This design comes from an exercise in tuning for small area, a short achievable clock period and few clock cycles per item on the open sky130 flow, not from production work. Function was checked by simulation only, so behaviour that the tests miss may differ from the original. No activity file was given, so power comes from the tool's default toggle rates.

[design/flow/design.v]
package lz77_pkg;
  localparam int DATA_WD = 8;
  localparam int WIN_SIZE = 16;
  localparam int DST_WD = 5;
  localparam int LEN_MAX = 8;
  localparam int LEN_MIN = 3;
  localparam int LEN_WD = 4;
  localparam int BLK_LEN_WD = 8;
  localparam logic [1:0] ST_IDLE = 2'd0;   
  localparam logic [1:0] ST_UPT  = 2'd1;   
  localparam logic [1:0] ST_SCH  = 2'd2;   
endpackage
`timescale 1ns/1ns
import lz77_pkg::*;
module lz77_window (
  input  logic                  clk,
  input  logic                  rstn,
  input  logic                  start_i,
  input  logic [BLK_LEN_WD-1:0] cfg_len_i,
  input  logic [DATA_WD-1:0]    rd_dat_i,
  output logic                  rd_val_o,
  output logic [WIN_SIZE-1:0]   eq_o,
  output logic                  nv_o,
  output logic [DATA_WD-1:0]    lit_o
);
  logic                             rd_val_r;
  logic [BLK_LEN_WD-1:0]            rem_r;
  logic [DST_WD-1:0]                cnt_r;
  logic [WIN_SIZE-1:0][DATA_WD-1:0] hist_r;
  logic [WIN_SIZE-1:0]              vld_w;
  logic [WIN_SIZE-1:0]              eq_w;
  logic [WIN_SIZE-1:0]              eq_r;
  logic                             nv_r;
  always_ff @(posedge clk or negedge rstn) begin
    if (!rstn) begin
      rd_val_r <= 1'b0;
    end else if (start_i) begin
      rd_val_r <= 1'b1;
    end else if (rem_r == BLK_LEN_WD'(1)) begin
      rd_val_r <= 1'b0;
    end
  end
  always_ff @(posedge clk) begin
    rem_r <= start_i ? cfg_len_i : rem_r - 1'b1;
  end
  always_ff @(posedge clk) begin
    if (start_i) begin
      cnt_r <= '0;
    end else if (rd_val_r && !cnt_r[DST_WD-1]) begin
      cnt_r <= cnt_r + 1'b1;
    end
  end
  always_ff @(posedge clk) begin
    hist_r <= {hist_r[WIN_SIZE-2:0], rd_dat_i};
  end
  always_comb begin
    for (int i = 0; i < WIN_SIZE; i++) begin
      vld_w[i] = rd_val_r && (cnt_r > DST_WD'(i));
      eq_w[i]  = vld_w[i] && (rd_dat_i == hist_r[i]);
    end
  end
  always_ff @(posedge clk) begin
    eq_r <= eq_w;
  end
  always_ff @(posedge clk or negedge rstn) begin
    if (!rstn) begin
      nv_r <= 1'b0;
    end else begin
      nv_r <= rd_val_r;
    end
  end
  assign rd_val_o = rd_val_r;
  assign eq_o     = eq_r;
  assign nv_o     = nv_r;
  assign lit_o    = hist_r[2];
endmodule
`timescale 1ns/1ns
import lz77_pkg::*;
module lz77_match_search (
  input  logic                clk,
  input  logic                rstn,
  input  logic [WIN_SIZE-1:0] eq_i,
  input  logic                nv_i,
  output logic                tok_lit_o,
  output logic                tok_mat_o,
  output logic                tok_lst_o,
  output logic [LEN_WD-1:0]   mat_len_o,
  output logic [DST_WD-1:0]   mat_dst_o
);
  logic [LEN_WD-1:0]   step_r;
  logic [WIN_SIZE-1:0] p1_r;
  logic [WIN_SIZE-1:0] p2_r;
  logic                nv1_r;
  logic [WIN_SIZE-1:0] kill_w;
  logic [WIN_SIZE-1:0] ext_w;
  logic [WIN_SIZE-1:0] pair_w;
  logic                any_w;
  logic                lst_w;
  logic [DST_WD-1:0]   prio_dst_w;
  always_comb begin
    for (int i = 0; i < WIN_SIZE; i++) begin
      kill_w[i] = (step_r == LEN_WD'(LEN_MAX)) || (step_r == LEN_WD'(i + 1));
    end
  end
  assign ext_w  = p2_r & eq_i & ~kill_w;
  assign pair_w = p1_r & eq_i & {{(WIN_SIZE-1){1'b1}}, 1'b0};
  assign any_w  = |ext_w;
  always_comb begin
    prio_dst_w = '0;
    for (int i = WIN_SIZE - 1; i >= 0; i--) begin
      if (p2_r[i]) begin
        prio_dst_w = DST_WD'(i + 1);
      end
    end
  end
  assign tok_lit_o = (step_r == LEN_WD'(2)) && !any_w;
  assign tok_mat_o = (step_r >= LEN_WD'(LEN_MIN)) && !any_w;
  assign lst_w     = (step_r == LEN_WD'(2)) ? !nv1_r : !nv_i;
  assign tok_lst_o = lst_w;
  assign mat_len_o = step_r;
  assign mat_dst_o = prio_dst_w;
  always_ff @(posedge clk or negedge rstn) begin
    if (!rstn) begin
      step_r <= '0;
      nv1_r  <= 1'b0;
    end else begin
      nv1_r <= nv_i;
      case (step_r)
        LEN_WD'(0): if (nv_i) step_r <= LEN_WD'(1);
        LEN_WD'(1): step_r <= LEN_WD'(2);
        LEN_WD'(2): if (any_w) step_r <= LEN_WD'(3);
                    else if (lst_w) step_r <= LEN_WD'(0);
        default:    if (any_w) step_r <= step_r + 1'b1;
                    else step_r <= lst_w ? LEN_WD'(0) : LEN_WD'(1);
      endcase
    end
  end
  always_ff @(posedge clk) begin
    p1_r <= eq_i;
    if (step_r >= LEN_WD'(2) && any_w) begin
      p2_r <= ext_w;
    end else begin
      p2_r <= pair_w;
    end
  end
endmodule
`timescale 1ns/1ns
import lz77_pkg::*;
module lz77_token_out (
  input  logic                  clk,
  input  logic                  rstn,
  input  logic                  tok_lit_i,
  input  logic                  tok_mat_i,
  input  logic                  tok_lst_i,
  input  logic [DATA_WD-1:0]    lit_i,
  input  logic [LEN_WD-1:0]     mat_len_i,
  input  logic [DST_WD-1:0]     mat_dst_i,
  output logic                  val_o,
  output logic                  flg_lit_o,
  output logic [DATA_WD-1:0]    dat_lit_o,
  output logic [LEN_WD-1:0]     dat_len_o,
  output logic [DST_WD-1:0]     dat_dst_o,
  output logic                  flg_lst_o,
  output logic                  done_o
);
  logic               val_r;
  logic               lit_r;
  logic [DATA_WD-1:0] dat_r;
  logic [LEN_WD-1:0]  len_r;
  logic [DST_WD-1:0]  dst_r;
  logic               lst_r;
  logic               done_r;
  logic               tok_w;
  assign tok_w = tok_lit_i || tok_mat_i;
  always_ff @(posedge clk or negedge rstn) begin
    if (!rstn) begin
      val_r  <= 1'b0;
      lit_r  <= 1'b0;
      dat_r  <= '0;
      len_r  <= '0;
      dst_r  <= '0;
      lst_r  <= 1'b0;
      done_r <= 1'b0;
    end else begin
      val_r  <= tok_w;
      lit_r  <= tok_lit_i;
      dat_r  <= tok_lit_i ? lit_i : '0;
      len_r  <= tok_lit_i ? LEN_WD'(1) : (tok_mat_i ? mat_len_i : '0);
      dst_r  <= tok_mat_i ? mat_dst_i : '0;
      lst_r  <= tok_w && tok_lst_i;
      done_r <= lst_r;
    end
  end
  assign val_o     = val_r;
  assign flg_lit_o = lit_r;
  assign dat_lit_o = dat_r;
  assign dat_len_o = len_r;
  assign dat_dst_o = dst_r;
  assign flg_lst_o = lst_r;
  assign done_o    = done_r;
endmodule
`timescale 1ns/1ns
import lz77_pkg::*;
module lz77_top (
  input  logic                  clk,
  input  logic                  rstn,
  input  logic                  start_i,
  input  logic [BLK_LEN_WD-1:0] cfg_len_i,
  input  logic [DATA_WD-1:0]    rd_dat_i,
  output logic                  rd_val_o,
  output logic                  val_o,
  output logic                  flg_lit_o,
  output logic [DATA_WD-1:0]    dat_lit_o,
  output logic [LEN_WD-1:0]     dat_len_o,
  output logic [DST_WD-1:0]     dat_dst_o,
  output logic                  flg_lst_o,
  output logic                  done_o
);
  logic [WIN_SIZE-1:0] eq;
  logic                nv;
  logic [DATA_WD-1:0]  lit;
  logic                tok_lit;
  logic                tok_mat;
  logic                tok_lst;
  logic [LEN_WD-1:0]   mat_len;
  logic [DST_WD-1:0]   mat_dst;
  lz77_window u_window (
    .clk       (clk),
    .rstn      (rstn),
    .start_i   (start_i),
    .cfg_len_i (cfg_len_i),
    .rd_dat_i  (rd_dat_i),
    .rd_val_o  (rd_val_o),
    .eq_o      (eq),
    .nv_o      (nv),
    .lit_o     (lit)
  );
  lz77_match_search u_match_search (
    .clk       (clk),
    .rstn      (rstn),
    .eq_i      (eq),
    .nv_i      (nv),
    .tok_lit_o (tok_lit),
    .tok_mat_o (tok_mat),
    .tok_lst_o (tok_lst),
    .mat_len_o (mat_len),
    .mat_dst_o (mat_dst)
  );
  lz77_token_out u_token_out (
    .clk       (clk),
    .rstn      (rstn),
    .tok_lit_i (tok_lit),
    .tok_mat_i (tok_mat),
    .tok_lst_i (tok_lst),
    .lit_i     (lit),
    .mat_len_i (mat_len),
    .mat_dst_i (mat_dst),
    .val_o     (val_o),
    .flg_lit_o (flg_lit_o),
    .dat_lit_o (dat_lit_o),
    .dat_len_o (dat_len_o),
    .dat_dst_o (dat_dst_o),
    .flg_lst_o (flg_lst_o),
    .done_o    (done_o)
  );
endmodule
[design/flow/run.sh]
#!/bin/bash
# synth_recipe.tcl (not shown) runs the flow's synth.tcl, then flattens the netlist and writes it again
# the make line also repeats each setting of config.mk as NAME=value (left out here)
make -C /OpenROAD-flow-scripts/flow DESIGN_CONFIG=/design/flow/config.mk WORK_HOME=/design/flow/orfs CLKGATE_MAP_FILE= SYNTH_SCRIPT=/design/flow/synth_recipe.tcl finish
[design/flow/config.mk]
export PLATFORM = sky130hd
export DESIGN_NAME = lz77_top
export DESIGN_NICKNAME = lz77_top
export VERILOG_FILES = /design/flow/design.v
export SDC_FILE = /design/flow/constraint.sdc
export NUM_CORES = 4
export LEC_CHECK = 0
export ABC_CLOCK_PERIOD_IN_PS = 2500
export CAP_MARGIN = 20
export CORE_MARGIN = 2
export CORE_UTILIZATION = 40
export SETUP_SLACK_MARGIN = 5
export SLEW_MARGIN = 20
[design/flow/constraint.sdc]
create_clock -name core_clock -period 8.0 [get_ports {clk}]
set_input_delay 1.6000 -clock core_clock [delete_from_list [all_inputs] [get_ports {clk}]]
set_output_delay 1.6000 -clock core_clock [all_outputs]
set_load 0.01 [all_outputs]
==> key figures, run 1 <==
Outcome
  • Run status: finished clean

Final layout
  • Commonest cells after routing, fill and taps aside: sky130_fd_sc_hd__dfxtp_1, sky130_fd_sc_hd__xnor2_1, sky130_fd_sc_hd__xor2_1
  • Final-stage net count: 757
  • Layout overhead on the synthesized area: 19.5%
  • Antenna Diode Count: 0
  • Most common cell after layout, fill and taps aside: sky130_fd_sc_hd__dfxtp_1
  • Fraction of layout cells with a size suffix above 1: 0.0943

Yosys
  • Proportion of synthesized flip-flops having asynchronous set or reset: 0.130
  • Number of synthesized flops with an enable pin: 0
  • Most used flip-flop cell after synthesis: sky130_fd_sc_hd__dfxtp_1
  • YS warnings: 3
  • Synth top area cells: sky130_fd_sc_hd__dfxtp_1, sky130_fd_sc_hd__dfrtp_1, sky130_fd_sc_hd__xnor2_1
  • Netlist area before placement: 7620 µm²
  • Number of cells produced by synthesis: 683
  • Area share of the largest cell type after synthesis: 0.494
  • Cell type with the largest total area after synthesis: sky130_fd_sc_hd__dfxtp_1
  • Synth cell types: 59
  • Syn avg cell area: 11.2 µm²
  • Sequential cell area fraction in the yosys report: 0.586
  • Count of state elements after synthesis: 216
  • Syn nets: 713

Timing
  • Clock skew: 0.00974 ns
  • Max Clk Rate: 0.338 GHz
  • RSZ-0062 raised after global routing: false
  • Transition time at the pin with the least slew margin: 0.831 ns
  • Final setup viols: 0
  • Slew HR: 0.444
  • Clock period minus final worst setup slack: 2.96 ns
  • Final number of max-transition violations: 0
  • Hold violation count in the final report: 0
  • Fin crit share: 0.370
  • Worst hold slack after final layout: 0.361 ns
  • Worst-case setup margin in the final layout: 5.04 ns
  • Final setup TNS: 0 ns

Worst setup path
  • FF-to-FF End: u_match_search.step_r[0]
  • Arrival time at the worst endpoint: 1.36 ns
  • Beginning of the worst register-to-register path: u_match_search.step_r[1]
  • Required time of the critical path: 6.40 ns
  • Delay of the slowest critical-path stage: 0.54 ns
  • Classification of the worst setup path: reg -> out
  • Worst Path Buf+Inv: 1
  • Worst reg-to-reg setup slack: 5.12 ns
  • Kind of cell adding the most delay to the critical path: buffers and inverters
  • Element type at the critical path start: register
  • Cell with the biggest individual delay on the critical path: sky130_fd_sc_hd__clkdlybuf4s50_1
  • Cell-by-cell trace of the critical path: clkdlybuf4s50_1
  • Path depth of the worst reg2reg path: 9
  • Largest fanout on the critical path: 2
  • Crit end category: output port

Floorplanning
  • Number of placement rows: 50
  • Die Footprint: 20200 µm²
  • Die width: 142 µm
  • Die boundary height: 142 µm
  • Initial cell density of the core: 0.407
  • Boundary pin count: 41
  • Placeable core area: 18700 µm²

Detailed routing
  • Vias per cell: 4.94
  • Wire per inst: 16.4 µm
  • Total wire length after detailed routing: 16000 µm
  • Routed via count: 4825
  • Post-detailed-route count of antenna-violating nets: 0
  • DRC marker count from the first detailed-route iteration: 352
  • First-pass DRT Iterations: 4
  • Remaining design rule violation count: 0

Place
  • Quantity of I/O buffers inserted on ports: 40
  • Final HPWL from detailed placement: 11300 µm
  • Worst setup slack after placement: 4.15 ns
  • Final GP Congestion: 0.845

CTS
  • Clk slew on worst S/H paths: 0.06 ns
  • CTS buffer count: 22
  • Clock latency on the worst-skew pair: 0.49 ns
  • Hold-fix buffers, CTS: 0
  • Maximum level of the CTS H-tree: 1
  • Master cell of the clock root buffer: sky130_fd_sc_hd__clkbuf_16
  • Total clock sinks: 216
  • TritonCTS clock tree: yes
  • Maximum number of buffers from clock root to sink: 3

GRT
  • Initial antenna violation count: 0
  • Wire length of the first global-routing pass: 26300 µm
  • Largest net degree at the start of global routing: 29
  • GRT Residual Overflow: 0
  • Number of global-route vias before repair: 4847
  • Total routing usage reported by global routing: 0.163

Power
  • Leakage power total: 0.00359 µW
  • Worst-case vdd ir drop: 196 µV
  • PwrDens: 286 nW/µm²

Hold path
  • Hold path start: u_window.hist_r[97]
  • Path class of the lowest-slack min-delay path: reg -> reg
  • Worst-case hold path end point: u_window.hist_r[105]
  • Number of cells traversed by the worst hold path: 0

Job
  • MaxCap Viol Count: 0
state kept, by name (all words and copies together) (netlist names), 5 cells and up:
signal and flops:
u_match_search.p1_r 15, u_match_search.p2_r 16, u_token_out.dat_r 8, u_token_out.dst_r 5, u_window.cnt_r 5, u_window.eq_r 16, u_window.hist_r 128, u_window.rem_r 8
Yosys cell counts, types with 4 or more instances:
cell                       instances
sky130_fd_sc_hd__o21ai_0          20
sky130_fd_sc_hd__dfrtp_1          28
sky130_fd_sc_hd__nand4_1          18
sky130_fd_sc_hd__xnor2_1          71
sky130_fd_sc_hd__dfxtp_1         188
sky130_fd_sc_hd__o21ai_1           7
sky130_fd_sc_hd__inv_1            13
sky130_fd_sc_hd__o211ai_1          7
sky130_fd_sc_hd__clkbuf_1         19
sky130_fd_sc_hd__nand2_1          36
sky130_fd_sc_hd__nor3_1           13
sky130_fd_sc_hd__a21oi_1          15
sky130_fd_sc_hd__and3_1            6
sky130_fd_sc_hd__ha_1             11
sky130_fd_sc_hd__nor4_1           23
sky130_fd_sc_hd__nand3_1          25
sky130_fd_sc_hd__xor2_1           68
sky130_fd_sc_hd__buf_1             4
sky130_fd_sc_hd__nand3b_1          5
sky130_fd_sc_hd__nor2_1           32
sky130_fd_sc_hd__buf_2             5
sky130_fd_sc_hd__and2_1           11
sky130_fd_sc_hd__a21o_1            4
sky130_fd_sc_hd__nand2b_1          6
final cells by class:
| cell class | count | area (µm²) |
|---|---|---|
| inverters | 13 | 48.8 |
| repair buffers | 52 | 505 |
| flip-flops and latches | 216 | 4460 |
| fillers | 1666 | 9600 |
| clock inverters | 7 | 87.6 |
| well taps | 234 | 293 |
| multi-input cells | 422 | 3030 |
| clock buffers | 32 | 671 |
per-stage QoR:
stage | util | area (µm²) | power (µW) | instances
finish | 0.487 | 9100 | 2600 | 976
global route | 0.487 | 9100 | 2710 | 976
CTS | 0.484 | 9050 | 2610 | 974
detailed placement | 0.439 | 8200 | 1550 | 931
global placement | 0.439 | 8200 | 1540 | 931
floorplan | - | 7620 | 1440 | 683
routing by layer:
layer	track usage	vias up	wire length, µm
met4	0.0416	0	291
met3	0.0310	26	807
met2	0.263	109	7190
met1	0.227	2292	7720
li1	-	2398	-
met5	0	-	0
what timing repair did:
item / CTS / global route
cloned: 1 / 0
endpoints found under the setup margin: 46 / 37
gates resized for setup: 15 / 10
setup buffers: 3 / 2
pin swaps: 1 / 3
where the power goes:
group          switching (µW)  internal, µW
clock network             403           645
registers                51.8          1140
logic                     187           169
total                     641          1960
worst max path at each step:
stage | start | end | slack [ns] | cells past startpoint
finish | u_token_out.lst_r | flg_lst_o | 5.04 | 1
global route | u_match_search.step_r[1] | u_match_search.step_r[1] | 5.00 | 8
CTS | u_window.rd_val_r | rd_val_o | 5.01 | 1
global placement | rd_dat_i[3] | u_window.eq_r[12] | 4.22 | 5
floorplan | rd_dat_i[7] | u_window.eq_r[9] | 5.01 | 5
detailed placement | rd_dat_i[4] | u_window.eq_r[9] | 4.15 | 5
cells by family (layout without fill, tap and decap cells):
family | Yosys count | after routing | share of synthesized area
buf+inv | 46 | 104 | 0.0274
compound gates | 75 | 76 | 0.0660
simple gates | 190 | 190 | 0.134
flops | 216 | 216 | 0.586
fa+ha+maj | 11 | 11 | 0.0181
xor+xnor | 139 | 139 | 0.160
mux | 6 | 6 | 0.00887
Testbench counts, summed over its fixed seeds: cycles 41,294, bytes 39,715.
==> run 2: changes to the inputs <==
--- a/design/flow/config.mk
+++ b/design/flow/config.mk
@@ -5,7 +5,6 @@
 export SDC_FILE = /design/flow/constraint.sdc
 export NUM_CORES = 4
 export LEC_CHECK = 0
-export ABC_CLOCK_PERIOD_IN_PS = 2500
 export CAP_MARGIN = 20
 export CORE_MARGIN = 2
 export CORE_UTILIZATION = 40
==> key figures, run 2 <==
Outcome
  • Run status: finished clean

Worst setup path
  • Required time of the critical path: 6.40 ns
  • Classification of the worst setup path: reg -> out
  • Kind of cell adding the most delay to the critical path: buffers and inverters
  • Arrival time at the worst endpoint: 1.36 ns
  • Cell with the biggest individual delay on the critical path: sky130_fd_sc_hd__clkdlybuf4s50_1
  • Largest fanout on the critical path: 2
  • Element type at the critical path start: register
  • Crit end category: output port
  • Worst Path Buf+Inv: 1
  • Cell-by-cell trace of the critical path: clkdlybuf4s50_1
  • Delay of the slowest critical-path stage: 0.54 ns

Timing
  • RSZ-0062 raised after global routing: false
  • Clock period minus final worst setup slack: 2.96 ns
  • Hold violation count in the final report: 0
  • Transition time at the pin with the least slew margin: 0.831 ns
  • Final setup TNS: 0 ns
  • Worst hold slack after final layout: 0.361 ns
  • Fin crit share: 0.370
  • Slew HR: 0.444
  • Final setup viols: 0
  • Clock skew: 0.00974 ns
  • Final number of max-transition violations: 0
  • Max Clk Rate: 0.338 GHz

CTS
  • Master cell of the clock root buffer: sky130_fd_sc_hd__clkbuf_16
  • Hold-fix buffers, CTS: 0
  • Maximum number of buffers from clock root to sink: 3
  • Clock latency on the worst-skew pair: 0.49 ns
  • Clk slew on worst S/H paths: 0.06 ns
  • Total clock sinks: 216
  • Maximum level of the CTS H-tree: 1
  • TritonCTS clock tree: yes
  • CTS buffer count: 22

Yosys
  • Number of cells produced by synthesis: 683
  • Area share of the largest cell type after synthesis: 0.494
  • Proportion of synthesized flip-flops having asynchronous set or reset: 0.130
  • Netlist area before placement: 7620 µm²
  • Sequential cell area fraction in the yosys report: 0.586
  • Number of synthesized flops with an enable pin: 0
  • Most used standard cell by instance count after synthesis: sky130_fd_sc_hd__dfxtp_1
  • Most used flip-flop cell after synthesis: sky130_fd_sc_hd__dfxtp_1
  • Cell type with the largest total area after synthesis: sky130_fd_sc_hd__dfxtp_1
  • Count of state elements after synthesis: 216
  • Syn nets: 713
  • Syn avg cell area: 11.2 µm²
  • YS warnings: 3
  • Synth top area cells: sky130_fd_sc_hd__dfxtp_1, sky130_fd_sc_hd__dfrtp_1, sky130_fd_sc_hd__xnor2_1
  • Synth cell types: 59
  • Commonest cells post-synth: sky130_fd_sc_hd__dfxtp_1, sky130_fd_sc_hd__xnor2_1, sky130_fd_sc_hd__xor2_1

Final layout
  • Antenna Diode Count: 0
  • Most common cell after layout, fill and taps aside: sky130_fd_sc_hd__dfxtp_1
  • Final-stage net count: 757
  • Largest registers in the final layout: u_window.hist_r (128), u_match_search.p2_r (16), u_window.eq_r (16)
  • Flip-flop and latch area: 4460 µm²
  • Commonest cells after routing, fill and taps aside: sky130_fd_sc_hd__dfxtp_1, sky130_fd_sc_hd__xnor2_1, sky130_fd_sc_hd__xor2_1
  • Post-Layout Cell Count: 976
  • Post-route core utilization: 0.487
  • Layout overhead on the synthesized area: 19.5%
  • Number of flip-flops in the largest register: 128
  • Multi-input gate area in the final layout: 3030 µm²
  • Fill cell count: 1666
  • Top register by number of flip-flops: u_window.hist_r
  • Fraction of layout cells with a size suffix above 1: 0.0943

Power
  • Internal power summed over all cells: 1960 µW
  • Total power after layout: 2600 µW
  • Leakage power total: 0.00359 µW
  • Portion of total power attributed to combinational logic: 0.137
  • Switching power summed over all nets: 641 µW
  • Switching Share: 0.247
  • Clock share of power: 0.403
  • Worst-case vdd ir drop: 196 µV
  • PwrDens: 286 nW/µm²
  • Sequential Power Share: 0.460

GRT
  • Wire length of the first global-routing pass: 26300 µm
  • Number of global-route vias before repair: 4847
  • Largest net degree at the start of global routing: 29
  • Initial antenna violation count: 0
  • Total routing usage reported by global routing: 0.163
  • GRT Residual Overflow: 0

Place
  • Post-Place Cells: 931
  • Final HPWL from detailed placement: 11300 µm
  • Quantity of I/O buffers inserted on ports: 40
  • Final GP Congestion: 0.845

Detailed routing
  • First-pass DRT Iterations: 4
  • Post-detailed-route count of antenna-violating nets: 0
  • Wire per inst: 16.4 µm
  • DRC marker count from the first detailed-route iteration: 352
  • Remaining design rule violation count: 0
  • Total wire length after detailed routing: 16000 µm
  • Vias per cell: 4.94
  • Routed via count: 4825

Floorplanning
  • Number of placement rows: 50
  • Die boundary height: 142 µm
  • Die width: 142 µm
  • Die Footprint: 20200 µm²
  • Placeable core area: 18700 µm²
  • Initial cell density of the core: 0.407
  • Boundary pin count: 41

Job
  • MaxCap Viol Count: 0

Hold path
  • Path class of the lowest-slack min-delay path: reg -> reg
-- run 2: cell counts in the layout (fill, tap and decap cells not counted) --
No cell type changed its count.
-- run 2: what timing repair did --
| item | CTS | global route |
|---|---|---|
| gates cloned | 1 | 0 |
| pin swaps | 1 | 3 |
| gates resized for setup | 15 | 10 |
| setup buffers | 3 | 2 |
| setup endpoints to repair | 46 | 37 |
-- run 2: path summary, 6_finish.rpt --
path	from	endpoint	slack (ns)	cells after the start
worst max-delay path	u_token_out.lst_r	flg_lst_o	5.04	1
worst min-delay path	u_window.hist_r[97]	u_window.hist_r[105]	0.36	0
worst max register to register	u_match_search.step_r[1]	u_match_search.step_r[0]	5.12	9
worst min register to register	u_window.hist_r[97]	u_window.hist_r[105]	0.36	0
max in group asynchronous	rstn	u_window.rd_val_r	6.25	2
min in group asynchronous	rstn	u_match_search.step_r[1]	1.49	2
-- run 2: worst register-to-register path, cell delays in order, from the launching register on --
cell and delay (ns):
sky130_fd_sc_hd__dfrtp_1 0.48, sky130_fd_sc_hd__inv_1 0.18, sky130_fd_sc_hd__ha_4 0.26, sky130_fd_sc_hd__nor2b_4 0.22, sky130_fd_sc_hd__a21o_1 0.10, sky130_fd_sc_hd__a21oi_1 0.14
sky130_fd_sc_hd__or4_4 0.68, sky130_fd_sc_hd__nor2_2 0.21, sky130_fd_sc_hd__o32ai_1 0.11, sky130_fd_sc_hd__o32a_1 0.38
-- run 2: metrics by stage --
stage | setup WS [ns] | instance area, µm²
detailed placement | 4.15 | 8200
global placement | 4.22 | 8200
finish | 5.04 | 9100
global route | 5.00 | 9100
floorplan | 5.01 | 7620
CTS | 5.01 | 9050
-- run 2: area by class of cell --
type	count	share of cell area
clock inverters	7	0.00962
clock buffers	32	0.0737
multi-input cells	422	0.333
inverters	13	0.00536
flip-flops and latches	216	0.491
repair buffers	52	0.0555
well taps	234	0.0322
-- run 2: power by group through the flow --
stage	sequential [µW]	clock (µW)	combinational, µW
final	1200	1050	356
after global routing	1200	1110	394
after CTS	1190	1070	345
after detailed placement	1220	0	329
after global placement	1220	0	327
after floorplan	1210	0	225
-- run 2: per-layer routing --
metal / track usage / routed length, µm / vias up
li1: - / - / 2398
met1: 0.227 / 7720 / 2292
met2: 0.263 / 7190 / 109
met3: 0.0310 / 807 / 26
met4: 0.0416 / 291 / 0
met5: 0 / 0 / -
-- run 2: cell families after synthesis --
logic type,count (synthesis),synth area share
and+or+nand+nor,190,0.134
adders and majority gates,11,0.0181
xor gates and xnor gates,139,0.160
muxes,6,0.00887
buffers and inverters,46,0.0274
AOI/OAI and AO/OA,75,0.0660
DFF,216,0.586
==> run 3: changes to the inputs <==
--- a/design/flow/config.mk
+++ b/design/flow/config.mk
@@ -5,6 +5,7 @@
 export SDC_FILE = /design/flow/constraint.sdc
 export NUM_CORES = 4
 export LEC_CHECK = 0
+export ABC_AREA = 1
 export CAP_MARGIN = 20
 export CORE_MARGIN = 2
 export CORE_UTILIZATION = 40
==> key figures, run 3 <==
Floorplanning
  • Die width: 142 µm
  • Placeable core area: 18700 µm²
  • Number of placement rows: 50
  • Die boundary height: 142 µm
  • Initial cell density of the core: 0.407
  • Boundary pin count: 41
  • Die Footprint: 20100 µm²

Detailed routing
  • Vias per cell: 5.18
  • Total wire length after detailed routing: 18700 µm
  • Wire per inst: 17.1 µm
  • Post-detailed-route count of antenna-violating nets: 0
  • DRC marker count from the first detailed-route iteration: 559
  • First-pass DRT Iterations: 6
  • Remaining design rule violation count: 0
  • Routed via count: 5649

GRT
  • Number of global-route vias before repair: 5269
  • Wire length of the first global-routing pass: 29100 µm
  • Total routing usage reported by global routing: 0.186
  • GRT Residual Overflow: 0
  • Initial antenna violation count: 0
  • Largest net degree at the start of global routing: 32

CTS
  • Master cell of the clock root buffer: sky130_fd_sc_hd__clkbuf_16
  • Maximum level of the CTS H-tree: 1
  • CTS buffer count: 22
  • Clk slew on worst S/H paths: 0.06 ns
  • Maximum number of buffers from clock root to sink: 3
  • Clock latency on the worst-skew pair: 0.51 ns
  • TritonCTS clock tree: yes
  • Total clock sinks: 216

Timing
  • Max Clk Rate: 0.338 GHz
  • Hold violation count in the final report: 0
  • Clock period minus final worst setup slack: 2.96 ns
  • Transition time at the pin with the least slew margin: 0.575 ns
  • Final number of max-transition violations: 0
  • Clock skew: 0.0266 ns
  • Slew HR: 0.616
  • Final setup TNS: 0 ns
  • Worst hold slack after final layout: 0.347 ns
  • Fin crit share: 0.369
  • RSZ-0062 raised after global routing: false
  • Final setup viols: 0

Worst setup path
  • Largest fanout on the critical path: 1
  • Classification of the worst setup path: reg -> out
  • Worst Path Buf+Inv: 1
  • Delay of the slowest critical-path stage: 0.54 ns
  • Required time of the critical path: 6.40 ns
  • Cell-by-cell trace of the critical path: clkdlybuf4s50_1
  • Crit end category: output port
  • Cell with the biggest individual delay on the critical path: sky130_fd_sc_hd__clkdlybuf4s50_1
  • Arrival time at the worst endpoint: 1.36 ns
  • Kind of cell adding the most delay to the critical path: buffers and inverters
  • Element type at the critical path start: register

Final layout
  • Fraction of layout cells with a size suffix above 1: 0.0957
  • Largest registers in the final layout: u_window.hist_r (128), u_match_search.p2_r (16), u_window.eq_r (16)
  • Layout overhead on the synthesized area: 19.2%
  • Number of flip-flops in the largest register: 128
  • Multi-input gate area in the final layout: 2720 µm²
  • Final-stage net count: 872
  • Fill cell count: 1720
  • Flip-flop and latch area: 4470 µm²
  • Most common cell after layout, fill and taps aside: sky130_fd_sc_hd__dfxtp_1
  • Antenna Diode Count: 0
  • Final Instance Area: 9060 µm²
  • Commonest cells after routing, fill and taps aside: sky130_fd_sc_hd__dfxtp_1, sky130_fd_sc_hd__nand2_1, sky130_fd_sc_hd__nor2_1
  • Top register by number of flip-flops: u_window.hist_r

Yosys
  • Number of cells produced by synthesis: 794
  • Cell type with the largest total area after synthesis: sky130_fd_sc_hd__dfxtp_1
  • Most used flip-flop cell after synthesis: sky130_fd_sc_hd__dfxtp_1
  • Sequential cell area fraction in the yosys report: 0.587
  • Commonest cells post-synth: sky130_fd_sc_hd__dfxtp_1, sky130_fd_sc_hd__nand2_1, sky130_fd_sc_hd__inv_1
  • Synth cell types: 40
  • Area share of the largest cell type after synthesis: 0.495
  • Most used standard cell by instance count after synthesis: sky130_fd_sc_hd__dfxtp_1
  • Number of synthesized flops with an enable pin: 0
  • Synth top area cells: sky130_fd_sc_hd__dfxtp_1, sky130_fd_sc_hd__dfrtp_1, sky130_fd_sc_hd__nand2_1
  • Syn avg cell area: 9.58 µm²
  • Proportion of synthesized flip-flops having asynchronous set or reset: 0.130
  • YS warnings: 3
  • Netlist area before placement: 7610 µm²
  • Syn nets: 824
  • Count of state elements after synthesis: 216

Place
  • Final HPWL from detailed placement: 13200 µm
  • Placed cell areas: 8160 µm²
  • Final GP Congestion: 0.923
  • Quantity of I/O buffers inserted on ports: 40

Job
  • MaxCap Viol Count: 0

Hold path
  • Path class of the lowest-slack min-delay path: reg -> reg

Power
  • Total power after layout: 2590 µW
  • Leakage power total: 0.00381 µW
  • Worst-case vdd ir drop: 152 µV
  • PwrDens: 286 nW/µm²

Outcome
  • Run status: finished clean
run 3: area by class of cell:
class,count,share of cell area
sequential,216,0.493
multi-input combinational,475,0.300
clock buffer,31,0.0725
timing repair buffer,52,0.0552
tap,234,0.0323
inverter,73,0.0319
clock inverter,8,0.0138
timing repair inverter,2,0.00138
run 3: where the power goes:
group | switching (µW) | leakage (µW) | internal [µW] | total, µW
Sequential | 50.2 | 0.00193 | 1150 | 1200
Clock | 416 | 0.000377 | 671 | 1090
Combinational | 185 | 0.00150 | 122 | 308
run 3: final timing paths:
path	depth (start not counted)	slack [ns]	startpoint	endpoint
worst max-delay path	1	5.04	u_token_out.dat_r[3]	dat_lit_o[3]
worst min-delay path	0	0.35	u_window.hist_r[19]	u_window.hist_r[27]
worst max register to register	12	5.41	u_match_search.step_r[1]	u_match_search.p2_r[6]
worst min register to register	0	0.35	u_window.hist_r[19]	u_window.hist_r[27]
max in group asynchronous	2	6.21	rstn	u_window.rd_val_r
min in group asynchronous	2	1.49	rstn	u_token_out.dat_r[3]
run 3: metal layers:
metal | vias to the layer above | part of all wire | global-route usage
li1 | 2769 | - | -
met1 | 2604 | 0.46 | 0.264
met2 | 237 | 0.45 | 0.291
met3 | 39 | 0.069 | 0.0358
met4 | 0 | 0.025 | 0.0537
met5 | - | 0 | 0
run 3: through the flow:
| stage | cells | setup slack [ns] | util |
|---|---|---|---|
| after floorplan | 794 | 5.21 | - |
| after global placement | 1040 | 4.00 | 0.436 |
| after detailed placement | 1040 | 3.94 | 0.436 |
| after CTS | 1081 | 4.96 | 0.479 |
| after global routing | 1091 | 5.00 | 0.485 |
| final | 1091 | 5.04 | 0.485 |
run 3: repair_timing:
action,in CTS,in global routing
hold endpoints to repair,0,0
gates resized for setup,27,9
pin swaps,0,0
hold buffers,0,0
endpoints found under the setup margin,16,6
buffers inserted,0,10
gates cloned,2,0
run 3: cells by family after synthesis:
group           synth area share
compound gates            0.0985
simple gates               0.174
xor+xnor                  0.0668
buf+inv                   0.0561
fa+ha+maj                 0.0181
flops                      0.587
==> run 4: changes to the inputs <==
--- a/design/flow/config.mk
+++ b/design/flow/config.mk
@@ -8,6 +8,6 @@
 export ABC_AREA = 1
 export CAP_MARGIN = 20
 export CORE_MARGIN = 2
-export CORE_UTILIZATION = 40
+export CORE_UTILIZATION = 65
 export SETUP_SLACK_MARGIN = 5
 export SLEW_MARGIN = 20
==> key figures, run 4 <==
CTS
  • Hold-fix buffers, CTS: 0
  • Maximum number of buffers from clock root to sink: 3
  • Clk slew on worst S/H paths: 0.06 ns
  • Maximum level of the CTS H-tree: 1
  • CTS buffer count: 21
  • Clock latency on the worst-skew pair: 0.49 ns
  • Master cell of the clock root buffer: sky130_fd_sc_hd__clkbuf_16
  • TritonCTS clock tree: yes
  • Total clock sinks: 216

Worst setup path
  • Arrival time at the worst endpoint: 3.39 ns
  • Required time of the critical path: 8.38 ns
  • Worst reg-to-reg setup slack: 5.38 ns
  • Worst Path Buf+Inv: 4
  • Crit path from: rd_dat_i[4]
  • Classification of the worst setup path: in -> reg
  • Beginning of the worst register-to-register path: u_match_search.step_r[1]
  • Cell depth of the worst setup path: 7
  • Path depth of the worst reg2reg path: 12
  • Largest fanout on the critical path: 13
  • FF-to-FF End: u_match_search.p2_r[10]
  • Kind of cell adding the most delay to the critical path: buffers and inverters
  • Cell with the biggest individual delay on the critical path: sky130_fd_sc_hd__clkdlybuf4s50_1
  • Most numerous cell on the critical path: sky130_fd_sc_hd__buf_4
  • Crit end category: register
  • End point of the critical path: u_window.eq_r[8]
  • Cell-by-cell trace of the critical path: clkdlybuf4s50_1 > buf_4 > clkinvlp_4 > buf_4 > nand2_1 > nand4_1 > nor3_1
  • Delay of the slowest critical-path stage: 0.46 ns
  • Element type at the critical path start: input pin

Timing
  • Final number of max-transition violations: 0
  • Worst-case setup margin in the final layout: 4.99 ns
  • Clock period minus final worst setup slack: 3.01 ns
  • Final setup viols: 0
  • Worst hold slack after final layout: 0.350 ns
  • Final setup TNS: 0 ns
  • Transition time at the pin with the least slew margin: 0.610 ns
  • Hold violation count in the final report: 0
  • Slew HR: 0.593
  • RSZ-0062 raised after global routing: false
  • Fin crit share: 0.377
  • Max Clk Rate: 0.332 GHz
  • Clock skew: 0.0106 ns

Final layout
  • Top register by number of flip-flops: u_window.hist_r
  • Final-stage net count: 875
  • Commonest cells after routing, fill and taps aside: sky130_fd_sc_hd__dfxtp_1, sky130_fd_sc_hd__nand2_1, sky130_fd_sc_hd__nor2_1
  • Number of flip-flops in the largest register: 128
  • Antenna Diode Count: 0
  • Fill cell count: 759
  • Post-Layout Cell Count: 1003
  • Most common cell after layout, fill and taps aside: sky130_fd_sc_hd__dfxtp_1
  • Post-route core utilization: 0.783
  • Fraction of layout cells with a size suffix above 1: 0.0953
  • Layout overhead on the synthesized area: 17.6%
  • Largest registers in the final layout: u_window.hist_r (128), u_match_search.p2_r (16), u_window.eq_r (16)

Place
  • Quantity of I/O buffers inserted on ports: 40
  • Final HPWL from detailed placement: 13200 µm
  • Worst setup slack after placement: 3.93 ns
  • Final GP Congestion: 0.898
  • Post-Place Cells: 950

Yosys
  • Count of state elements after synthesis: 216
  • Syn avg cell area: 9.58 µm²
  • YS warnings: 3
  • Most used standard cell by instance count after synthesis: sky130_fd_sc_hd__dfxtp_1
  • Sequential cell area fraction in the yosys report: 0.587
  • Proportion of synthesized flip-flops having asynchronous set or reset: 0.130
  • Number of cells produced by synthesis: 794
  • Most used flip-flop cell after synthesis: sky130_fd_sc_hd__dfxtp_1
  • Cell type with the largest total area after synthesis: sky130_fd_sc_hd__dfxtp_1
  • Synth cell types: 40
  • Commonest cells post-synth: sky130_fd_sc_hd__dfxtp_1, sky130_fd_sc_hd__nand2_1, sky130_fd_sc_hd__inv_1
  • Area share of the largest cell type after synthesis: 0.495
  • Syn nets: 824
  • Number of synthesized flops with an enable pin: 0
  • Synth top area cells: sky130_fd_sc_hd__dfxtp_1, sky130_fd_sc_hd__dfrtp_1, sky130_fd_sc_hd__nand2_1
  • Netlist area before placement: 7610 µm²

Floorplanning
  • Die width: 112 µm
  • Placeable core area: 11400 µm²
  • Number of placement rows: 39
  • Initial cell density of the core: 0.666
  • Boundary pin count: 41
  • Die Footprint: 12600 µm²
  • Die boundary height: 112 µm

Power
  • Clock share of power: 0.404
  • Switching Share: 0.253
  • Leakage power total: 0.00380 µW
  • Portion of total power attributed to combinational logic: 0.125
  • Worst-case vdd ir drop: 250 µV
  • Switching power summed over all nets: 645 µW
  • Internal power summed over all cells: 1900 µW
  • PwrDens: 285 nW/µm²
  • Sequential Power Share: 0.470

Outcome
  • Run status: finished clean

GRT
  • Initial antenna violation count: 0
  • GRT Residual Overflow: 0
  • Total routing usage reported by global routing: 0.301
  • Largest net degree at the start of global routing: 32
  • Wire length of the first global-routing pass: 29700 µm
  • Number of global-route vias before repair: 5709

Detailed routing
  • Post-detailed-route count of antenna-violating nets: 0
  • DRC marker count from the first detailed-route iteration: 651
  • Vias per cell: 5.92
  • Routed via count: 5937
  • Wire per inst: 19.5 µm
  • Remaining design rule violation count: 0
  • First-pass DRT Iterations: 6
  • Total wire length after detailed routing: 19600 µm

Hold path
  • Path class of the lowest-slack min-delay path: reg -> reg
  • Hold path start: u_window.hist_r[10]

Job
  • MaxCap Viol Count: 0
run 4: how the worst min path moves through the flow:
stage               cells past startpoint                    to  slack, ns
finish                                  0   u_window.hist_r[18]       0.35
CTS                                     0   u_window.hist_r[25]       0.35
global route                            0   u_window.hist_r[25]       0.36
floorplan                               0  u_window.hist_r[103]       0.33
detailed placement                      0   u_window.hist_r[25]       0.34
global placement                        0   u_window.hist_r[25]       0.34
run 4: kinds of logic (layout without fill, tap and decap cells):
group                      Yosys count  in the layout  synth area share
and+or+nand+nor                    283            283             0.174
DFF                                216            216             0.587
AOI/OAI and AO/OA                  123            123            0.0985
buffers and inverters              103            169            0.0561
xor gates and xnor gates            58             58            0.0668
adders and majority gates           11             11            0.0181
run 4: cell type report:
cell class | count | area, µm² | share of cell area
sequential | 216 | 4460 | 0.499
timing repair buffer | 54 | 520 | 0.0582
inverter | 73 | 297 | 0.0332
tap | 143 | 179 | 0.0200
multi-input combinational | 475 | 2730 | 0.305
clock buffer | 31 | 614 | 0.0687
timing repair inverter | 4 | 25.0 | 0.00280
clock inverter | 7 | 114 | 0.0127
run 4: worst reg2reg max path, cell delays in order (launching register included):
cell and delay [ns]:
sky130_fd_sc_hd__dfrtp_1 0.43, sky130_fd_sc_hd__inv_1 0.14, sky130_fd_sc_hd__ha_1 0.31, sky130_fd_sc_hd__nand3_2 0.31
sky130_fd_sc_hd__nand4_1 0.21, sky130_fd_sc_hd__nand2_1 0.10, sky130_fd_sc_hd__nor2_1 0.12, sky130_fd_sc_hd__nand2_1 0.11
sky130_fd_sc_hd__nor2_4 0.24, sky130_fd_sc_hd__inv_2 0.11, sky130_fd_sc_hd__nand2_4 0.23, sky130_fd_sc_hd__nand3_1 0.12
sky130_fd_sc_hd__o21ai_0 0.10
run 4: timing repair:
action | CTS | global route
hold endpoints to repair | 0 | 0
cloned | 2 | 2
setup buffers | 0 | 11
gates resized for setup | 27 | 10
setup endpoints to repair | 17 | 10
run 4: power groups by stage:
stage	Clock (µW)	Combinational (µW)	Sequential [µW]
3_3_place_gp	0	293	1220
5_1_grt	1080	345	1200
6_report	1030	319	1200
3_5_place_dp	0	300	1220
4_1_cts	1030	307	1200
2_1_floorplan	0	182	1210
run 4: layer usage:
layer  vias up  wire, µm  part of all wire  track usage
met1      2775      7840              0.40        0.384
met5         -         0                 0            0
met4         0       877             0.045        0.129
met3        75      1390             0.071       0.0464
met2       301      9440              0.48        0.513
li1       2786         -                 -            -
run 4: stage by stage:
| stage | area, µm² | total power, µW |
|---|---|---|
| floorplan | 7610 | 1390 |
| finish | 8940 | 2550 |
| global route | 8940 | 2630 |
| detailed placement | 8060 | 1520 |
| CTS | 8820 | 2530 |
| global placement | 8060 | 1510 |
==> run 5: changes to the inputs <==
==> design/flow/config.mk (replaced) <==
export PLATFORM = sky130hd
export DESIGN_NAME = lz77_top
export DESIGN_NICKNAME = lz77_top
export VERILOG_FILES = /design/flow/design.v
export SDC_FILE = /design/flow/constraint.sdc
export NUM_CORES = 4
export LEC_CHECK = 0
export CAP_MARGIN = 20
export CORE_MARGIN = 2
export CORE_UTILIZATION = 40
export SLEW_MARGIN = 20
==> key figures, run 5 <==
CTS
  • Maximum level of the CTS H-tree: 1
  • CTS buffer count: 23
  • Clock latency on the worst-skew pair: 0.51 ns
  • Total clock sinks: 216
  • Clk slew on worst S/H paths: 0.06 ns
  • Number of resized instances in the post-cts repair step: 0
  • TritonCTS clock tree: yes
  • Hold-fix buffers, CTS: 0
  • Master cell of the clock root buffer: sky130_fd_sc_hd__clkbuf_16
  • Total setup buffers inserted after CTS: 0
  • Maximum number of buffers from clock root to sink: 3

Worst setup path
  • Required time of the critical path: 6.40 ns
  • Beginning of the worst register-to-register path: u_match_search.step_r[0]
  • Largest fanout on the critical path: 19
  • Worst Path Buf+Inv: 1
  • Element type at the critical path start: register
  • Cell-by-cell trace of the critical path: clkdlybuf4s50_1
  • Crit end category: output port
  • Cell with the biggest individual delay on the critical path: sky130_fd_sc_hd__dfrtp_1
  • Delay of the slowest critical-path stage: 0.81 ns
  • Crit path from: u_window.rd_val_r
  • Classification of the worst setup path: reg -> out
  • Kind of cell adding the most delay to the critical path: flip-flops
  • Arrival time at the worst endpoint: 1.98 ns

Detailed routing
  • Post-detailed-route count of antenna-violating nets: 0
  • Wire per inst: 16.1 µm
  • Vias per cell: 4.96
  • Total wire length after detailed routing: 15600 µm
  • Remaining design rule violation count: 0
  • DRC marker count from the first detailed-route iteration: 410
  • Routed via count: 4812
  • First-pass DRT Iterations: 4

Yosys
  • Multiplexer share of the synthesized area: 0.00887
  • Netlist area before placement: 7620 µm²
  • Sequential cell area fraction in the yosys report: 0.586
  • Number of synthesized flops with an enable pin: 0
  • Cell type with the largest total area after synthesis: sky130_fd_sc_hd__dfxtp_1
  • Number of cells produced by synthesis: 683
  • Most used standard cell by instance count after synthesis: sky130_fd_sc_hd__dfxtp_1
  • Dominant combinational cell family by area after synthesis: XOR/XNOR gates
  • Parity-gate share of the synthesized area counting xor and xnor cells: 0.160
  • Syn avg cell area: 11.2 µm²
  • Most used flip-flop cell after synthesis: sky130_fd_sc_hd__dfxtp_1
  • Synth top area cells: sky130_fd_sc_hd__dfxtp_1, sky130_fd_sc_hd__dfrtp_1, sky130_fd_sc_hd__xnor2_1
  • Count of state elements after synthesis: 216
  • Syn nets: 713
  • Proportion of synthesized flip-flops having asynchronous set or reset: 0.130
  • Synthesized-area fraction occupied by ao, oa, aoi and oai cells: 0.0660
  • Area share of fa/ha/maj cells after synthesis: 0.0181
  • YS warnings: 3
  • Basic-gate share of the synthesized area counting and, or, nand and nor cells: 0.134
  • Area share of the largest cell type after synthesis: 0.494
  • Commonest cells post-synth: sky130_fd_sc_hd__dfxtp_1, sky130_fd_sc_hd__xnor2_1, sky130_fd_sc_hd__xor2_1
  • Synth cell types: 59

Final layout
  • Commonest cells after routing, fill and taps aside: sky130_fd_sc_hd__dfxtp_1, sky130_fd_sc_hd__xnor2_1, sky130_fd_sc_hd__xor2_1
  • Fraction of layout cells with a size suffix above 1: 0.0720
  • Number of flip-flops in the largest register: 128
  • Post-route core utilization: 0.478
  • Top register by number of flip-flops: u_window.hist_r
  • Final-stage net count: 750
  • Layout overhead on the synthesized area: 17.4%
  • Most common cell after layout, fill and taps aside: sky130_fd_sc_hd__dfxtp_1
  • Antenna Diode Count: 0
  • Largest registers in the final layout: u_window.hist_r (128), u_match_search.p2_r (16), u_window.eq_r (16)
  • Post-Layout Cell Count: 970

Place
  • Final HPWL from detailed placement: 11100 µm
  • Quantity of I/O buffers inserted on ports: 40
  • Post-Place Cells: 929
  • Final GP Congestion: 0.828
  • Worst setup slack after placement: 4.10 ns

Hold path
  • Hold path start: u_window.hist_r[57]
  • Path class of the lowest-slack min-delay path: reg -> reg

Timing
  • Final setup TNS: 0 ns
  • Worst-case setup margin in the final layout: 4.42 ns
  • Clock skew: 0.0145 ns
  • Fin crit share: 0.448
  • Clock period minus final worst setup slack: 3.58 ns
  • RSZ-0062 raised after global routing: false
  • Worst hold slack after final layout: 0.355 ns
  • Hold violation count in the final report: 0
  • Final setup viols: 0
  • Transition time at the pin with the least slew margin: 1.05 ns
  • Final number of max-transition violations: 0
  • Slew HR: 0.300
  • Max Clk Rate: 0.279 GHz

Power
  • PwrDens: 286 nW/µm²
  • Leakage power total: 0.00351 µW
  • Worst-case vdd ir drop: 138 µV
  • Switching power summed over all nets: 642 µW
  • Switching Share: 0.251
  • Sequential Power Share: 0.468
  • Clock share of power: 0.404
  • Internal power summed over all cells: 1910 µW
  • Portion of total power attributed to combinational logic: 0.128

Floorplanning
  • Die width: 142 µm
  • Number of placement rows: 50
  • Boundary pin count: 41
  • Die boundary height: 142 µm
  • Die Footprint: 20200 µm²
  • Initial cell density of the core: 0.407
  • Placeable core area: 18700 µm²

GRT
  • Wire length of the first global-routing pass: 25800 µm
  • Number of global-route vias before repair: 4887
  • Total routing usage reported by global routing: 0.160
  • GRT Residual Overflow: 0
  • Initial antenna violation count: 0
  • Largest net degree at the start of global routing: 29

Job
  • MaxCap Viol Count: 0

Outcome
  • Run status: finished clean
-- run 5: through the flow --
step / cell area (µm²) / total power, µW
final: 8940 / 2560
after global routing: 8940 / 2670
after CTS: 8940 / 2580
after detailed placement: 8190 / 1550
after global placement: 8190 / 1540
after floorplan: 7620 / 1440
-- run 5: final timing paths --
check                      cells after the start  slack, ns                      end
setup / recovery                               1       4.42                 rd_val_o
setup reg to reg                               8       4.51  u_match_search.p2_r[14]
hold reg to reg                                0       0.35      u_window.hist_r[65]
max in group asynchronous                      2       6.24     u_token_out.dat_r[3]
min in group asynchronous                      2       1.49       u_token_out.done_r
hold / removal                                 0       0.35      u_window.hist_r[65]
-- run 5: cells by family after synthesis --
kind of cell | Yosys count
xor+xnor | 139
flops | 216
simple gates | 190
compound gates | 75
fa+ha+maj | 11
buf+inv | 46
mux | 6
-- run 5: cell type report --
class / count / area, µm²
Tap cell: 234 / 293
Multi-Input combinational cell: 421 / 2950
Clock inverter: 7 / 72.6
Timing Repair Buffer: 45 / 438
Fill cell: 1645 / 9760
Inverter: 13 / 48.8
Sequential cell: 216 / 4460
Clock buffer: 34 / 677
-- run 5: metal layers --
metal,vias to the layer above,part of all wire,global-route usage
li1,2386,-,-
met1,2268,0.46,0.227
met2,137,0.45,0.249
met3,21,0.069,0.0259
met4,0,0.018,0.0537
met5,-,0,0
-- run 5: power by group through the flow --
stage          clock network [µW]  logic [µW]  registers, µW
6_report                     1030         328           1200
5_1_grt                      1110         362           1200
4_1_cts                      1060         329           1200
3_5_place_dp                    0         327           1220
3_3_place_gp                    0         322           1220
2_1_floorplan                   0         225           1210
==> run 6: changes to the inputs <==
--- a/design/flow/design.v
+++ b/design/flow/design.v
@@ -44,7 +44,7 @@
     rem_r <= start_i ? cfg_len_i : rem_r - 1'b1;
   end
   always_ff @(posedge clk) begin
-    if (start_i) begin
+    if (start_i || (rd_val_r && rem_r == BLK_LEN_WD'(1))) begin
       cnt_r <= '0;
     end else if (rd_val_r && !cnt_r[DST_WD-1]) begin
       cnt_r <= cnt_r + 1'b1;
@@ -55,7 +55,7 @@
   end
   always_comb begin
     for (int i = 0; i < WIN_SIZE; i++) begin
-      vld_w[i] = rd_val_r && (cnt_r > DST_WD'(i));
+      vld_w[i] = (cnt_r > DST_WD'(i));
       eq_w[i]  = vld_w[i] && (rd_dat_i == hist_r[i]);
     end
   end
@@ -90,21 +90,27 @@
   logic [LEN_WD-1:0]   step_r;
   logic [WIN_SIZE-1:0] p1_r;
   logic [WIN_SIZE-1:0] p2_r;
+  logic                near_r;
   logic                nv1_r;
-  logic [WIN_SIZE-1:0] kill_w;
+  logic                st2_w;
+  logic                stm_w;
+  logic [WIN_SIZE-1:0] next_w;
   logic [WIN_SIZE-1:0] ext_w;
   logic [WIN_SIZE-1:0] pair_w;
   logic                any_w;
   logic                lst_w;
+  logic                take_w;
   logic [DST_WD-1:0]   prio_dst_w;
+  assign st2_w = (step_r == LEN_WD'(2));
+  assign stm_w = (step_r >= LEN_WD'(LEN_MIN));
   always_comb begin
     for (int i = 0; i < WIN_SIZE; i++) begin
-      kill_w[i] = (step_r == LEN_WD'(LEN_MAX)) || (step_r == LEN_WD'(i + 1));
-    end
-  end
-  assign ext_w  = p2_r & eq_i & ~kill_w;
-  assign pair_w = p1_r & eq_i & {{(WIN_SIZE-1){1'b1}}, 1'b0};
-  assign any_w  = |ext_w;
+      next_w[i] = (step_r + LEN_WD'(1) == LEN_WD'(i + 1)) && (i < LEN_MAX);
+    end
+  end
+  assign ext_w  = p2_r & eq_i;
+  assign pair_w = p1_r & eq_i & {{(WIN_SIZE-2){1'b1}}, 2'b00};
+  assign any_w  = (|ext_w) && !step_r[LEN_WD-1];
   always_comb begin
     prio_dst_w = '0;
     for (int i = WIN_SIZE - 1; i >= 0; i--) begin
@@ -112,19 +118,20 @@
         prio_dst_w = DST_WD'(i + 1);
       end
     end
-  end
-  assign tok_lit_o = (step_r == LEN_WD'(2)) && !any_w;
-  assign tok_mat_o = (step_r >= LEN_WD'(LEN_MIN)) && !any_w;
-  assign lst_w     = (step_r == LEN_WD'(2)) ? !nv1_r : !nv_i;
+    if (near_r) begin
+      prio_dst_w = DST_WD'(step_r);
+    end
+  end
+  assign tok_lit_o = st2_w && !any_w;
+  assign tok_mat_o = stm_w && !any_w;
+  assign lst_w     = st2_w ? !nv1_r : !nv_i;
   assign tok_lst_o = lst_w;
   assign mat_len_o = step_r;
   assign mat_dst_o = prio_dst_w;
   always_ff @(posedge clk or negedge rstn) begin
     if (!rstn) begin
       step_r <= '0;
-      nv1_r  <= 1'b0;
     end else begin
-      nv1_r <= nv_i;
       case (step_r)
         LEN_WD'(0): if (nv_i) step_r <= LEN_WD'(1);
         LEN_WD'(1): step_r <= LEN_WD'(2);
@@ -135,13 +142,12 @@
       endcase
     end
   end
-  always_ff @(posedge clk) begin
-    p1_r <= eq_i;
-    if (step_r >= LEN_WD'(2) && any_w) begin
-      p2_r <= ext_w;
-    end else begin
-      p2_r <= pair_w;
-    end
+  assign take_w = stm_w || (st2_w && any_w);
+  always_ff @(posedge clk) begin
+    nv1_r  <= nv_i;
+    p1_r   <= eq_i;
+    p2_r   <= take_w ? (ext_w & ~next_w) : pair_w;
+    near_r <= |(ext_w & next_w);
   end
 endmodule
 `timescale 1ns/1ns
--- a/design/flow/config.mk
+++ b/design/flow/config.mk
@@ -8,4 +8,5 @@
 export CAP_MARGIN = 20
 export CORE_MARGIN = 2
 export CORE_UTILIZATION = 40
+export SETUP_SLACK_MARGIN = 5
 export SLEW_MARGIN = 20
==> key figures, run 6 <==
Yosys
  • Syn nets: 712
  • Area share of the largest cell type after synthesis: 0.495
  • Most used standard cell by instance count after synthesis: sky130_fd_sc_hd__dfxtp_1
  • Proportion of synthesized flip-flops having asynchronous set or reset: 0.125
  • Netlist area before placement: 7640 µm²
  • Synthesized-area fraction occupied by ao, oa, aoi and oai cells: 0.0922
  • Cell type with the largest total area after synthesis: sky130_fd_sc_hd__dfxtp_1
  • Area share of fa/ha/maj cells after synthesis: 0.0180
  • Most used flip-flop cell after synthesis: sky130_fd_sc_hd__dfxtp_1
  • Number of synthesized flops with an enable pin: 0
  • Count of state elements after synthesis: 216
  • Synth top area cells: sky130_fd_sc_hd__dfxtp_1, sky130_fd_sc_hd__xnor2_1, sky130_fd_sc_hd__dfrtp_1
  • Commonest cells post-synth: sky130_fd_sc_hd__dfxtp_1, sky130_fd_sc_hd__xnor2_1, sky130_fd_sc_hd__xor2_1
  • Sequential cell area fraction in the yosys report: 0.584
  • Parity-gate share of the synthesized area counting xor and xnor cells: 0.158
  • Multiplexer share of the synthesized area: 0.00147
  • YS warnings: 3
  • Synth cell types: 62
  • Number of cells produced by synthesis: 682
  • Dominant combinational cell family by area after synthesis: XOR/XNOR gates
  • Basic-gate share of the synthesized area counting and, or, nand and nor cells: 0.121
  • Syn avg cell area: 11.2 µm²

Worst setup path
  • Delay of the slowest critical-path stage: 0.54 ns
  • Classification of the worst setup path: reg -> out
  • Largest fanout on the critical path: 1
  • Crit end category: output port
  • Worst Path Buf+Inv: 1
  • Arrival time at the worst endpoint: 1.37 ns
  • Element type at the critical path start: register
  • Cell with the biggest individual delay on the critical path: sky130_fd_sc_hd__clkdlybuf4s50_1
  • Worst reg-to-reg setup slack: 5.82 ns
  • Required time of the critical path: 6.40 ns
  • Kind of cell adding the most delay to the critical path: buffers and inverters
  • Cell-by-cell trace of the critical path: clkdlybuf4s50_1

Final layout
  • Commonest cells after routing, fill and taps aside: sky130_fd_sc_hd__dfxtp_1, sky130_fd_sc_hd__xnor2_1, sky130_fd_sc_hd__xor2_1
  • Final-stage net count: 753
  • Top register by number of flip-flops: u_window.hist_r
  • Antenna Diode Count: 0
  • Largest registers in the final layout: u_window.hist_r (128), u_match_search.p2_r (16), u_window.eq_r (16)
  • Layout overhead on the synthesized area: 18.4%
  • Post-route core utilization: 0.483
  • Fill cell count: 1687
  • Number of flip-flops in the largest register: 128
  • Final Instance Area: 9040 µm²
  • Post-Layout Cell Count: 974
  • Most common cell after layout, fill and taps aside: sky130_fd_sc_hd__dfxtp_1
  • Fraction of layout cells with a size suffix above 1: 0.0770

Detailed routing
  • Post-detailed-route count of antenna-violating nets: 0
  • Vias per cell: 5.07
  • Remaining design rule violation count: 0
  • Routed via count: 4935
  • Wire per inst: 16.5 µm
  • Total wire length after detailed routing: 16100 µm
  • DRC marker count from the first detailed-route iteration: 268
  • First-pass DRT Iterations: 5

Outcome
  • Run status: finished clean

GRT
  • Initial antenna violation count: 0
  • GRT Residual Overflow: 0
  • Largest net degree at the start of global routing: 28
  • Wire length of the first global-routing pass: 26900 µm
  • Total routing usage reported by global routing: 0.166
  • Number of global-route vias before repair: 5089

Power
  • PwrDens: 290 nW/µm²
  • Clock share of power: 0.410
  • Switching power summed over all nets: 668 µW
  • Portion of total power attributed to combinational logic: 0.132
  • Leakage power total: 0.00358 µW
  • Worst-case vdd ir drop: 194 µV
  • Internal power summed over all cells: 1950 µW
  • Switching Share: 0.255
  • Sequential Power Share: 0.458

Timing
  • Final setup viols: 0
  • Final number of max-transition violations: 0
  • RSZ-0062 raised after global routing: false
  • Fin crit share: 0.371
  • Clock period minus final worst setup slack: 2.97 ns
  • Transition time at the pin with the least slew margin: 0.630 ns
  • Final setup TNS: 0 ns
  • Slew HR: 0.578
  • Max Clk Rate: 0.337 GHz
  • Hold violation count in the final report: 0
  • Clock skew: 0.0216 ns

Place
  • Quantity of I/O buffers inserted on ports: 40
  • Final HPWL from detailed placement: 11600 µm
  • Post-Place Cells: 931
  • Final GP Congestion: 0.816
  • Placed cell areas: 8230 µm²

Floorplanning
  • Die Footprint: 20200 µm²
  • Number of placement rows: 50
  • Initial cell density of the core: 0.408
  • Die width: 142 µm
  • Placeable core area: 18700 µm²
  • Die boundary height: 142 µm
  • Boundary pin count: 41

CTS
  • Maximum number of buffers from clock root to sink: 3
  • Clk slew on worst S/H paths: 0.06 ns
  • CTS buffer count: 23
  • Total clock sinks: 216
  • Master cell of the clock root buffer: sky130_fd_sc_hd__clkbuf_16
  • TritonCTS clock tree: yes
  • Hold-fix buffers, CTS: 0
  • Clock latency on the worst-skew pair: 0.51 ns
  • Maximum level of the CTS H-tree: 1

Hold path
  • Path class of the lowest-slack min-delay path: reg -> reg

Job
  • MaxCap Viol Count: 0
[run 6: cell types whose count changed in the layout (fill, tap and decap cells not counted), moves of 4 or more]
| cell | previous run | this run |
|---|---|---|
| sky130_fd_sc_hd__a21boi_0 | 0 | 12 |
| sky130_fd_sc_hd__clkdlybuf4s50_1 | 40 | 27 |
| sky130_fd_sc_hd__nand3b_1 | 5 | 0 |
| sky130_fd_sc_hd__nor4_1 | 23 | 11 |
| sky130_fd_sc_hd__a211oi_1 | 0 | 6 |
| sky130_fd_sc_hd__nand4_1 | 18 | 27 |
| sky130_fd_sc_hd__o211ai_1 | 7 | 3 |
| sky130_fd_sc_hd__xor2_1 | 68 | 36 |
| sky130_fd_sc_hd__nor2_1 | 32 | 23 |
| sky130_fd_sc_hd__dlymetal6s2s_1 | 0 | 7 |
| sky130_fd_sc_hd__xnor2_1 | 71 | 102 |
| sky130_fd_sc_hd__a22oi_1 | 1 | 6 |
| sky130_fd_sc_hd__o21ai_1 | 7 | 0 |
[run 6: cell families after synthesis]
logic type      Yosys count
compound gates          101
xor+xnor                138
simple gates            171
buf+inv                  44
mux                       1
flops                   216
fa+ha+maj                11
[run 6: final timing paths]
path,end,from,cells after the start
max reg2reg,u_match_search.step_r[1],u_match_search.step_r[0],6
max in group asynchronous,u_window.rd_val_r,rstn,2
min reg2reg,u_window.hist_r[18],u_window.hist_r[10],0
min in group asynchronous,u_window.nv_r,rstn,2
min,u_window.hist_r[18],u_window.hist_r[10],0
max,dat_lit_o[0],u_token_out.dat_r[0],1
[run 6: power groups by stage]
stage                     logic [µW]  registers [µW]  clock network (µW)
after floorplan                  231            1220                   0
after global placement           343            1220                   0
after detailed placement         347            1220                   0
after CTS                        347            1200                1100
after global routing             380            1210                1150
final                            346            1200                1070
[run 6: repair_timing]
item / in CTS / in global routing
endpoints found under the setup margin: 8 / 10
gates resized for setup: 7 / 15
buffers inserted: 1 / 0
[run 6: metal layers]
| metal | track usage | share of wire | vias up |
|---|---|---|---|
| li1 | - | - | 2418 |
| met1 | 0.226 | 0.46 | 2365 |
| met2 | 0.268 | 0.47 | 122 |
| met3 | 0.0343 | 0.055 | 30 |
| met4 | 0.0511 | 0.023 | 0 |
| met5 | 0 | 0 | - |
[run 6: cell type report]
| cell class | instances | area [µm²] | share of cell area |
|---|---|---|---|
| well taps | 234 | 293 | 0.0324 |
| repair buffers | 48 | 467 | 0.0516 |
| clock inverters | 8 | 115 | 0.0127 |
| inverters | 12 | 45.0 | 0.00498 |
| multi-input cells | 422 | 2980 | 0.330 |
| clock buffers | 34 | 678 | 0.0750 |
| flip-flops and latches | 216 | 4460 | 0.493 |
[run 6: through the flow]
step | total power [µW] | hold slack, ns | setup WS (ns)
2_1_floorplan | 1450 | 0.345 | 5.26
3_3_place_gp | 1560 | 0.353 | 4.25
3_5_place_dp | 1570 | 0.354 | 4.17
4_1_cts | 2650 | 0.361 | 5.00
5_1_grt | 2740 | 0.371 | 5.00
6_report | 2620 | 0.359 | 5.03
Testbench counts of run 6, summed over its fixed seeds: cycles 41,294, bytes 39,715.
==> run 7: changes to the inputs <==
--- a/design/flow/config.mk
+++ b/design/flow/config.mk
@@ -8,5 +8,8 @@
 export CAP_MARGIN = 20
 export CORE_MARGIN = 2
 export CORE_UTILIZATION = 40
+export CTS_BUF_LIST = sky130_fd_sc_hd__clkbuf_16
+export CTS_CLUSTER_DIAMETER = 80
+export CTS_CLUSTER_SIZE = 30
 export SETUP_SLACK_MARGIN = 5
 export SLEW_MARGIN = 20
==> key figures, run 7 <==
Final layout
  • Layout overhead on the synthesized area: 12.4%
  • Final Instance Area: 8580 µm²
  • Number of flip-flops in the largest register: 128
  • Most common cell after layout, fill and taps aside: sky130_fd_sc_hd__dfxtp_1
  • Largest registers in the final layout: u_window.hist_r (128), u_match_search.p2_r (16), u_window.eq_r (16)
  • Antenna Diode Count: 0
  • Fill cell count: 1721

Floorplanning
  • Die boundary height: 142 µm
  • Boundary pin count: 41
  • Placeable core area: 18700 µm²
  • Number of placement rows: 50
  • Initial cell density of the core: 0.408
  • Die width: 142 µm
  • Die Footprint: 20200 µm²

Worst setup path
  • Cell-by-cell trace of the critical path: clkdlybuf4s50_1
  • Arrival time at the worst endpoint: 1.34 ns
  • Classification of the worst setup path: reg -> out
  • Kind of cell adding the most delay to the critical path: buffers and inverters
  • Element type at the critical path start: register
  • Cell with the biggest individual delay on the critical path: sky130_fd_sc_hd__clkdlybuf4s50_1

CTS
  • Maximum level of the CTS H-tree: 1
  • CTS buffer count: 11
  • TritonCTS clock tree: yes
  • Clock latency on the worst-skew pair: 0.46 ns
  • Master cell of the clock root buffer: sky130_fd_sc_hd__clkbuf_16
  • Maximum number of buffers from clock root to sink: 3

Place
  • Placed cell areas: 8230 µm²
  • Quantity of I/O buffers inserted on ports: 40
  • Final GP Congestion: 0.816
  • Final HPWL from detailed placement: 11600 µm
  • Worst setup slack after placement: 4.17 ns

Power
  • Portion of total power attributed to combinational logic: 0.161
  • Sequential Power Share: 0.557
  • Leakage power total: 0.00326 µW
  • Worst-case vdd ir drop: 134 µV
  • Switching Share: 0.270
  • Internal power summed over all cells: 1570 µW

Yosys
  • YS warnings: 3
  • Basic-gate share of the synthesized area counting and, or, nand and nor cells: 0.121
  • Cell type with the largest total area after synthesis: sky130_fd_sc_hd__dfxtp_1
  • Area share of the largest cell type after synthesis: 0.495
  • Syn nets: 712
  • Synthesized-area fraction occupied by ao, oa, aoi and oai cells: 0.0922
  • Dominant combinational cell family by area after synthesis: XOR/XNOR gates
  • Synth cell types: 62
  • Area share of fa/ha/maj cells after synthesis: 0.0180
  • Number of synthesized flops with an enable pin: 0
  • Count of state elements after synthesis: 216
  • Most used flip-flop cell after synthesis: sky130_fd_sc_hd__dfxtp_1
  • Parity-gate share of the synthesized area counting xor and xnor cells: 0.158
  • Sequential cell area fraction in the yosys report: 0.584
  • Synth top area cells: sky130_fd_sc_hd__dfxtp_1, sky130_fd_sc_hd__xnor2_1, sky130_fd_sc_hd__dfrtp_1
  • Proportion of synthesized flip-flops having asynchronous set or reset: 0.125

Job
  • MaxCap Viol Count: 0

Detailed routing
  • Post-detailed-route count of antenna-violating nets: 0
  • Vias per cell: 5.05
  • Wire per inst: 16.7 µm
  • Routed via count: 4779
  • Total wire length after detailed routing: 15800 µm
  • First-pass DRT Iterations: 4

GRT
  • GRT Residual Overflow: 0
  • Initial antenna violation count: 0
  • Total routing usage reported by global routing: 0.162

Timing
  • Clock skew: 0.0126 ns
  • Final setup viols: 0
  • Final setup TNS: 0 ns
  • Transition time at the pin with the least slew margin: 0.650 ns
  • Fin crit share: 0.368
  • Worst-case setup margin in the final layout: 5.06 ns

Hold path
  • Path class of the lowest-slack min-delay path: reg -> reg

Outcome
  • Run status: finished clean
[run 7: cell counts after synthesis]
No cell type changed its count.
[run 7: kinds of logic after synthesis]
logic type,count (synthesis)
buf+inv,44
simple gates,171
flops,216
mux,1
xor+xnor,138
fa+ha+maj,11
compound gates,101
[run 7: routing by layer]
metal / global-route usage / part of all wire / vias up
met5: 0 / 0 / -
li1: - / - / 2377
met3: 0.0236 / 0.046 / 19
met4: 0.0384 / 0.016 / 0
met2: 0.266 / 0.47 / 83
met1: 0.227 / 0.47 / 2300
[run 7: metrics by stage]
stage	std cells	hold slack, ns
2_1_floorplan	682	0.345
3_3_place_gp	931	0.353
3_5_place_dp	931	0.354
4_1_cts	947	0.365
5_1_grt	947	0.377
6_report	947	0.362
[run 7: path summary, 6_finish.rpt]
kind / startpoint / to / slack [ns] / depth (start not counted)
max: u_token_out.lst_r / flg_lst_o / 5.06 / 1
min in group asynchronous: rstn / u_token_out.dat_r[2] / 1.51 / 2
min reg2reg: u_window.hist_r[54] / u_window.hist_r[62] / 0.36 / 0
max reg2reg: u_match_search.step_r[0] / u_match_search.step_r[1] / 5.81 / 6
min: u_window.hist_r[54] / u_window.hist_r[62] / 0.36 / 0
max in group asynchronous: rstn / u_window.rd_val_r / 6.21 / 2
[run 7: repair_timing]
action	in CTS	in global routing
buffers inserted	1	0
hold buffers	0	0
hold endpoints to repair	0	0
endpoints found under the setup margin	11	6
resized for setup	7	10
[run 7: area by class of cell]
class | count | area (µm²) | area share
multi-input combinational | 422 | 2980 | 0.348
clock inverter | 3 | 28.8 | 0.00335
timing repair buffer | 48 | 470 | 0.0548
inverter | 12 | 45.0 | 0.00525
tap | 234 | 293 | 0.0341
clock buffer | 12 | 300 | 0.0350
sequential | 216 | 4460 | 0.520
[run 7: power by group through the flow]
stage / combinational (µW) / sequential (µW) / clock [µW]
global route: 383 / 1210 / 670
detailed placement: 347 / 1220 / 0
floorplan: 231 / 1220 / 0
global placement: 343 / 1220 / 0
finish: 347 / 1200 / 609
CTS: 349 / 1200 / 628

Setup slack of run 7, layout unchanged: 5.056 ns with ideal ports, 5.013 ns with driving cells assumed (clock clkbuf_16, inputs buf_2), 4.658 ns with port delays also shifted by the 0.494 ns mid clock arrival.
